This design comes from an exercise in tuning for small area, a short achievable clock period and few clock cycles per item on the open sky130 flow, not from production work. Function was checked by simulation only, so behaviour that the tests miss may differ from the original. Power figures rest on the tool's default switching activity, not on a simulated workload.

run A:
Design multiplierTop, start of the top module:
module multiplierTop (
	input logic clk,
	input logic reset,
	input logic inValid,
	output logic inReady,
	input logic [35:0] inOperands,
	output logic outValid,
	input logic outReady,
	output logic [35:0] outProduct
);
	localparam int coreStages = 3;
	localparam int frontStages = coreStages + 1;
	localparam int backStages = mulPkg::capacity - frontStages - 1;
	localparam int width = mulPkg::productWidth;
	logic [frontStages:1] frontValid;
	logic [frontStages+1:1] frontReady;
	logic [width-1:0] coreProd;
	logic [width-1:0] frontProd;
	logic skidValid;
	logic [width-1:0] skidData;
	logic send;
	logic [width-1:0] backIn;
	logic [backStages:1] backValid;
	logic [backStages+1:1] backReady;
	logic [width-1:0] backData [backStages:1];
	assign frontReady[frontStages+1] = !skidValid;
	for (genvar k = 1; k <= frontStages; k++) begin : frontReadyChain
		assign frontReady[k] = !frontValid[k] || frontReady[k+1];
	end
	logic [frontStages:1] frontValidNext;
	logic skidValidNext;
	always_comb begin
  ...
==> flow/config.mk <==
export PLATFORM = sky130hd
export DESIGN_NAME = multiplierTop
export DESIGN_NICKNAME = multiplierTop
export VERILOG_FILES = /design/flow/design.v
export SDC_FILE = /design/flow/constraint.sdc
export NUM_CORES = 4
export LEC_CHECK = 0
export CAP_MARGIN = 20
export CORE_MARGIN = 2
export CORE_UTILIZATION = 40
export CTS_CLUSTER_DIAMETER = 70
export CTS_CLUSTER_SIZE = 30
export SETUP_SLACK_MARGIN = 2.8
export SLEW_MARGIN = 20
==> flow/constraint.sdc <==
create_clock -name core_clock -period 5.0 [get_ports {clk}]
set_input_delay 1.0000 -clock core_clock [delete_from_list [all_inputs] [get_ports {clk}]]
set_output_delay 1.0000 -clock core_clock [all_outputs]
set_load 0.01 [all_outputs]
run.sh (not shown) runs the stock make flow with config.mk's settings and CLKGATE_MAP_FILE= SYNTH_SCRIPT=/design/flow/synth_recipe.tcl, a recipe that flattens the netlist after the stock synthesis.
Run A finished every stage and its layout cleared the timing, design-rule and antenna checks.
Testbench counts of run A, summed over its fixed seeds: cycles 32,048, items 32,000.
Edits applied to the flow inputs when going from run A to run B:
- SETUP_SLACK_MARGIN: 2.8 -> 2.75
[summary]
- Each of the runs, namely run A and run B, reached the end of the flow and came out clean.
- Per the comparison of run B with run A, overall power consumption higher; count of placed standard cells including taps roughly the same; final clock period utilization by the worst path lower; critical path depth roughly the same.
- Diff run A and run B: number of antenna violations at the first check in global routing higher in run A
- Run B vs run A — utilization dropped 0.17 points.
- Highest clock rate went up slightly going from run A to run B.
> inputs changed (run B -> run C)
- TNS_END_PERCENT now 5, previously not set
- SETUP_SLACK_MARGIN now 2.8, was 2.75
Results
On run C: combinational group share of total power is 1.9 points lower than what run B gave.
Via count ends up higher on run B.
Maximum operating frequency went down by a few percent going from run B to run C.
Run B → run C: post-placement cell area was more or less identical, wire length went down by about 3%, share of power burned in the clock network went up by 0.8 points, filler-free cell count of the finished design went down by 23.


run K:
multiplierTop, a different RTL version from the one above (not shown whole).
Size: ~1600 cells after synthesis, roughly 400 flip-flops, ~78 I/O pins.
==> flow/config.mk <==
export PLATFORM = sky130hd
export DESIGN_NAME = multiplierTop
export DESIGN_NICKNAME = multiplierTop
export VERILOG_FILES = /design/flow/design.v
export SDC_FILE = /design/flow/constraint.sdc
export NUM_CORES = 4
export LEC_CHECK = 0
export CAP_MARGIN = 20
export CORE_MARGIN = 2
export CORE_UTILIZATION = 40
export SETUP_SLACK_MARGIN = 2.8
export SLEW_MARGIN = 20
==> flow/constraint.sdc <==
create_clock -name core_clock -period 5.0 [get_ports {clk}]
set_input_delay 1.0000 -clock core_clock [delete_from_list [all_inputs] [get_ports {clk}]]
set_output_delay 1.0000 -clock core_clock [all_outputs]
set_load 0.01 [all_outputs]
Looking at the reports, run K completed the entire flow and the layout it produced met the timing, design-rule and antenna checks.
Testbench counts of run K, summed over its fixed seeds: cycles 32,048, items 32,000.
Relative to run K, the following input files were edited for run X:
Settings: putting CTS_BUF_LIST at sky130_fd_sc_hd__clkbuf_8 where nothing was set; putting CTS_CLUSTER_SIZE at 30 where nothing was set.
==> notes.md <==
- Final sequential cell count: run K vs run X identical
- Run X ended up with more standard cells than run K.
- Global-route usage (run X over run K): increase, 0.16 points
- Going from run K to run X, detailed-route wire length on metal 1 grew slightly.
- Compared with run K, in run X total wirelength of the detailed-routed design fell by 0.68%; worst setup slack rose by 37 ps.


Another version of the RTL of multiplierTop (not shown whole).
Size: about 1400 cells after synthesis, ~360 flip-flops, roughly 0.019 mm2 of cells after synthesis.
## multiplierTop
module multiplierTop (
	input logic clk,
	input logic reset,
	input logic inValid,
	output logic inReady,
	input logic [35:0] inOperands,
	output logic outValid,
	input logic outReady,
	output logic [35:0] outProduct
);
clock: 5.0 ns
lec_check: 0
cap_margin: 20
core_margin: 2
core_utilization: 40
cts_cluster_diameter: 70
cts_cluster_size: 30
setup_slack_margin: 2.8
slew_margin: 20
tns_end_percent: 0
Testbench counts at the start, summed over its fixed seeds: cycles 32,048, items 32,000.
==> next run, changes <==
- CAP_MARGIN: 20 -> 0
- SLEW_MARGIN: 20 -> 0
Effect: The changed run passed the timing, design-rule and antenna checks; total power does not change; via count is unchanged; sequential cell count does not change; cell area stays the same; routed wire length is unchanged.


Setup of JK:
multiplierTop again, from the RTL that the note above started with.
Settings: LEC_CHECK=0, CAP_MARGIN=20, CORE_MARGIN=2, CORE_UTILIZATION=40, SETUP_SLACK_MARGIN=3.2, SLEW_MARGIN=20, TNS_END_PERCENT=0; clock period 5.0 ns.
Testbench counts of JK, summed over its fixed seeds: cycles 32,048, items 32,000.
> inputs changed (JK -> MS)
- ABC_AREA now 1, previously not set
- SETUP_SLACK_MARGIN now 2.8, was 3.2
Results
Between JK and MS, the flow reports detailed-route vias per instance decreasing by a few percent.
Re detailed-routing iteration count for the pre-antenna-repair pass: no difference whatsoever between JK and MS.
On sequential share of layout area, the lower figure sits with JK, not MS.
MS gives more global-route usage than JK did.
Diff JK and MS: worst setup slack lower in MS
The run showing the greater buffers inserted during post-CTS setup optimization is JK.
Compared MS vs JK, and synthesized area is up in MS.
Diff JK and MS: largest net degree at the start of global routing higher in MS
Here is what was changed in the inputs of AL compared with MS.
- ABC_AREA removed (was 1)
Results
Relative to MS, the power of AL is lower by 2.9%. On layout overhead on the synthesized area: between MS and AL, it ends up lower for MS. Achievable clock frequency in AL is 5.6% higher than in MS. Clock power improves in AL relative to MS. AL: fraction of final layout cells sized beyond drive strength 1 5.4 points above MS. Measured against each other, MS and AL differ in count of clock-buffer cells in the layout, the lower figure coming from MS. From AL to MS, maximum level of the CTS H-tree did not move at all. The lower core utilization of MS and AL is in MS. The biggest cell delay along the critical path of AL and that of MS are within noise of each other.
The inputs of TR differ from those of AL as listed below.
- TNS_END_PERCENT: 0 -> 10
## What came out
- Comparing TR and AL, the higher part of the total power dissipated in sequential elements is on AL.
- Between AL and TR, total of plain and repair buffers excluding clock buffers increased.
- Side by side, ratio of cells with drive above 1 in the final layout turned out higher in TR than in AL.


Starting RTL as in the previous note.
Settings: LEC_CHECK=0, CAP_MARGIN=20, CORE_MARGIN=2, CORE_UTILIZATION=40, CTS_CLUSTER_DIAMETER=60, CTS_CLUSTER_SIZE=25, SETUP_SLACK_MARGIN=2.8, SLEW_MARGIN=20, TNS_END_PERCENT=0; clock period 5.0 ns.
Testbench counts at the start, summed over its fixed seeds: cycles 32,048, items 32,000.
Rerun with:
- CORE_UTILIZATION: 40 -> 55
- CTS_CLUSTER_DIAMETER: 60 -> not set
- CTS_CLUSTER_SIZE: 25 -> not set
- PLACE_DENSITY: not set -> 0.7
- TNS_END_PERCENT: 0 -> 10
Clock skew barely changes.
Power grows by 2.2%.
Setup slack loses 0.068 ns.
Non-clock buffer count shrinks by 7.
Utilization grows by 18 points.
Final area shrinks by 0.47%.
Sequential power is about the same.
Rerun with:
- CORE_UTILIZATION: 55 -> 40
- CTS_CLUSTER_DIAMETER: not set -> 70
- CTS_CLUSTER_SIZE: not set -> 30
- GPL_ROUTABILITY_DRIVEN: not set -> 0
- PLACE_DENSITY: 0.7 -> not set
- TNS_END_PERCENT: 10 -> 0
Count of clock-buffer cells in the layout is lower by 20.
Cell count climbs by about 7%.
Non-clock buffer count went up by 2.
Register-to-register slack is better by 0.06 ns.
Die area came out higher by about 37%.
Via count decreases by 2.8%.
Synthesized cell count does not change.
Rerun with:
- CTS_CLUSTER_DIAMETER: 70 -> not set
- CTS_CLUSTER_SIZE: 30 -> not set
- GPL_ROUTABILITY_DRIVEN: 0 -> not set
- SETUP_SLACK_MARGIN: 2.8 -> 3.0
- TNS_END_PERCENT: 0 -> not set
After rerunning:
- via count climbs by 3.2%
- flip-flop and latch count stays the same
- synthesized cell count stays the same
- total power went up by 13%
- clock skew came out higher by 0.0077 ns
- worst setup slack is worse by 0.022 ns
Rerun with:
- CTS_CLUSTER_DIAMETER: not set -> 80
- CTS_CLUSTER_SIZE: not set -> 40
- SETUP_SLACK_MARGIN: 3.0 -> 2.8
- TNS_END_PERCENT: not set -> 0
Result: Die area stays the same. Total power falls by roughly a tenth. Non-clock buffer count falls by 58.
Rerun with:
- CTS_CLUSTER_DIAMETER: 80 -> not set
- CTS_CLUSTER_SIZE: 40 -> not set
- TNS_END_PERCENT: 0 -> not set
The changed run completed without violations; clock skew went down by 0.014 ns; via count went up by 0.66%; clock-buffer cell count went up by 38; worst hold slack improved by 0.015 ns; power went up by 9.6%; synthesized cell count does not change.


RTL: one of the versions met above, not the one the previous note started from.
Size in the first run: about 1400 cells after synthesis, roughly 360 flip-flops, about 19000 um2 of cells after synthesis.
==> flow/config.mk <==
export PLATFORM = sky130hd
export DESIGN_NAME = multiplierTop
export DESIGN_NICKNAME = multiplierTop
export VERILOG_FILES = /design/flow/design.v
export SDC_FILE = /design/flow/constraint.sdc
export NUM_CORES = 4
export LEC_CHECK = 0
export CAP_MARGIN = 20
export CORE_MARGIN = 2
export CORE_UTILIZATION = 40
export CTS_CLUSTER_DIAMETER = 70
export CTS_CLUSTER_SIZE = 30
export SETUP_SLACK_MARGIN = 2.7
export SLEW_MARGIN = 20
==> flow/constraint.sdc <==
create_clock -name core_clock -period 5.0 [get_ports {clk}]
set_input_delay 1.0000 -clock core_clock [delete_from_list [all_inputs] [get_ports {clk}]]
set_output_delay 1.0000 -clock core_clock [all_outputs]
set_load 0.01 [all_outputs]
The first run went through all stages and came out clean.
Testbench counts at the start, summed over its fixed seeds: cycles 32,048, items 32,000.
Edit:
- SETUP_SLACK_MARGIN: 2.7 -> 2.8
- TNS_END_PERCENT: not set -> 50
Result: The new run ran to the end with no violations. Combinational power rises by 6.2%. Global-route usage rises by 0.49 points. Final cell count came out higher by 1.6%. Area after synthesis does not change. Design area climbs by 2.4%.


Starting RTL as in the previous note.
Settings: LEC_CHECK=0, CAP_MARGIN=20, CORE_MARGIN=2, CORE_UTILIZATION=40, CTS_CLUSTER_DIAMETER=75, CTS_CLUSTER_SIZE=35, SETUP_SLACK_MARGIN=2.7, SLEW_MARGIN=20; clock period 5.0 ns.
The first run completed without violations.
Testbench counts at the start, summed over its fixed seeds: cycles 32,048, items 32,000.
Edit:
Settings changed: CTS_CLUSTER_DIAMETER 75 to 70, CTS_CLUSTER_SIZE 35 to 30, SETUP_SLACK_MARGIN 2.7 to 2.8, TNS_END_PERCENT set to 20.
=> Area after synthesis does not change; first-iteration DRC count is higher by 11%; die area stays the same; cell count stays flat; synthesized cell count is unchanged; via count is higher by 0.52%.
Edit:
Settings changed: SETUP_SLACK_MARGIN 2.8 to 2.6, TNS_END_PERCENT 20 to unset.
The new run completed with no timing, DRC or antenna violations.
Worst setup slack gains 13 ps.
Die area does not change.
Utilization goes down by 0.53 points.
First-iteration DRC count drops by 0.33%.
Sequential cell count is unchanged.
Area after synthesis stays the same.
Maximum frequency went up by 0.54%.
Cell count barely changes.
Total power falls by 0.42%.
Edit:
Settings changed: SETUP_SLACK_MARGIN 2.6 to 2.8, TNS_END_PERCENT set to 0.
Effect:
- power came out lower slightly
- wire length barely changes
- die area is unchanged
- area after synthesis does not change
- count of clock-buffer cells in the layout came out higher by 2
- global-route usage barely changes
- sequential power hardly moves
- synthesized cell count is unchanged
- worst hold slack improved by 7.1 ps
- utilization goes down by 0.66 points

## re-timing with driven ports
The flow's constraints put no driver on any port. The routed layouts listed below were extracted and timed again, unchanged, in two steps.
Step 1 sets driving cells, clkbuf_16 on the clock port and buf_2 on the other inputs (assumed; they add their load-dependent delay and slew).
Step 2 adds t to the input delays and takes it off the output delays; t is the mean of the earliest and latest rising clock arrival at the registers after step 1. Input paths then give back, and output paths get back, about the clock's delay inside the block.
Three values: ideal ports, drivers, drivers and shift; two values: the first two.
| run | shift t [ns] | setup WS [ns] | latest minus earliest clock arrival (ns) | slew at the worst register clock pin (ns) |
|---|---|---|---|---|
| run A | 0.612 | 2.710 / 2.710 / 2.375 | 0.037 / 0.036 | 0.10 / 0.10 |
| run B | 0.613 | 2.729 / 2.729 / 2.483 | 0.029 / 0.029 | 0.10 / 0.10 |
| run C | 0.611 | 2.569 / 2.535 / 2.569 | 0.026 / 0.026 | 0.10 / 0.10 |
| run K | 0.617 | 2.628 / 2.628 / 2.231 | 0.021 / 0.021 | 0.06 / 0.06 |
| run X | 0.667 | 2.666 / 2.666 / 2.232 | 0.036 / 0.035 | 0.07 / 0.07 |
| the first run of note 3 | 0.613 | 2.662 / 2.662 / 2.100 | 0.016 / 0.017 | 0.10 / 0.10 |
| the second run of note 3 | 0.613 | 2.662 / 2.662 / 2.100 | 0.016 / 0.017 | 0.10 / 0.10 |
| JK | 0.589 | 2.668 / 2.668 / 2.154 | 0.023 / 0.023 | 0.07 / 0.07 |
| MS | 0.623 | 2.546 / 2.530 / 1.999 | 0.017 / 0.017 | 0.07 / 0.07 |
| AL | 0.590 | 2.677 / 2.648 / 2.148 | 0.022 / 0.022 | 0.07 / 0.07 |
| TR | 0.603 | 2.659 / 2.659 / 2.139 | 0.019 / 0.019 | 0.07 / 0.07 |
| the first run of note 5 | 0.620 | 2.674 / 2.674 / 2.122 | 0.018 / 0.018 | 0.09 / 0.09 |
| the second run of note 5 | 0.581 | 2.607 / 2.568 / 2.094 | 0.017 / 0.017 | 0.07 / 0.07 |
| the third run of note 5 | 0.613 | 2.662 / 2.662 / 2.100 | 0.016 / 0.017 | 0.10 / 0.10 |
| the fourth run of note 5 | 0.613 | 2.641 / 2.641 / 2.469 | 0.023 / 0.023 | 0.06 / 0.06 |
| the fifth run of note 5 | 0.605 | 2.691 / 2.693 / 2.108 | 0.031 / 0.030 | 0.12 / 0.12 |
| the sixth run of note 5 | 0.603 | 2.660 / 2.660 / 2.506 | 0.016 / 0.017 | 0.06 / 0.06 |
| the first run of note 6 | 0.618 | 2.742 / 2.719 / 2.510 | 0.030 / 0.030 | 0.10 / 0.10 |
| the second run of note 6 | 0.605 | 2.681 / 2.681 / 2.590 | 0.028 / 0.029 | 0.11 / 0.11 |
| the first run of note 7 | 0.599 | 2.732 / 2.717 / 2.512 | 0.032 / 0.032 | 0.11 / 0.11 |
| the second run of note 7 | 0.619 | 2.582 / 2.528 / 2.588 | 0.025 / 0.025 | 0.10 / 0.10 |
| the third run of note 7 | 0.597 | 2.595 / 2.595 / 2.193 | 0.023 / 0.023 | 0.11 / 0.11 |
| the fourth run of note 7 | 0.620 | 2.544 / 2.525 / 2.544 | 0.020 / 0.020 | 0.10 / 0.10 |
After both steps every run listed still meets setup and hold. The setup slack of the fifth run of note 5, which loses most, moves by +0.002 ns with the drivers and by -0.583 ns with both steps.
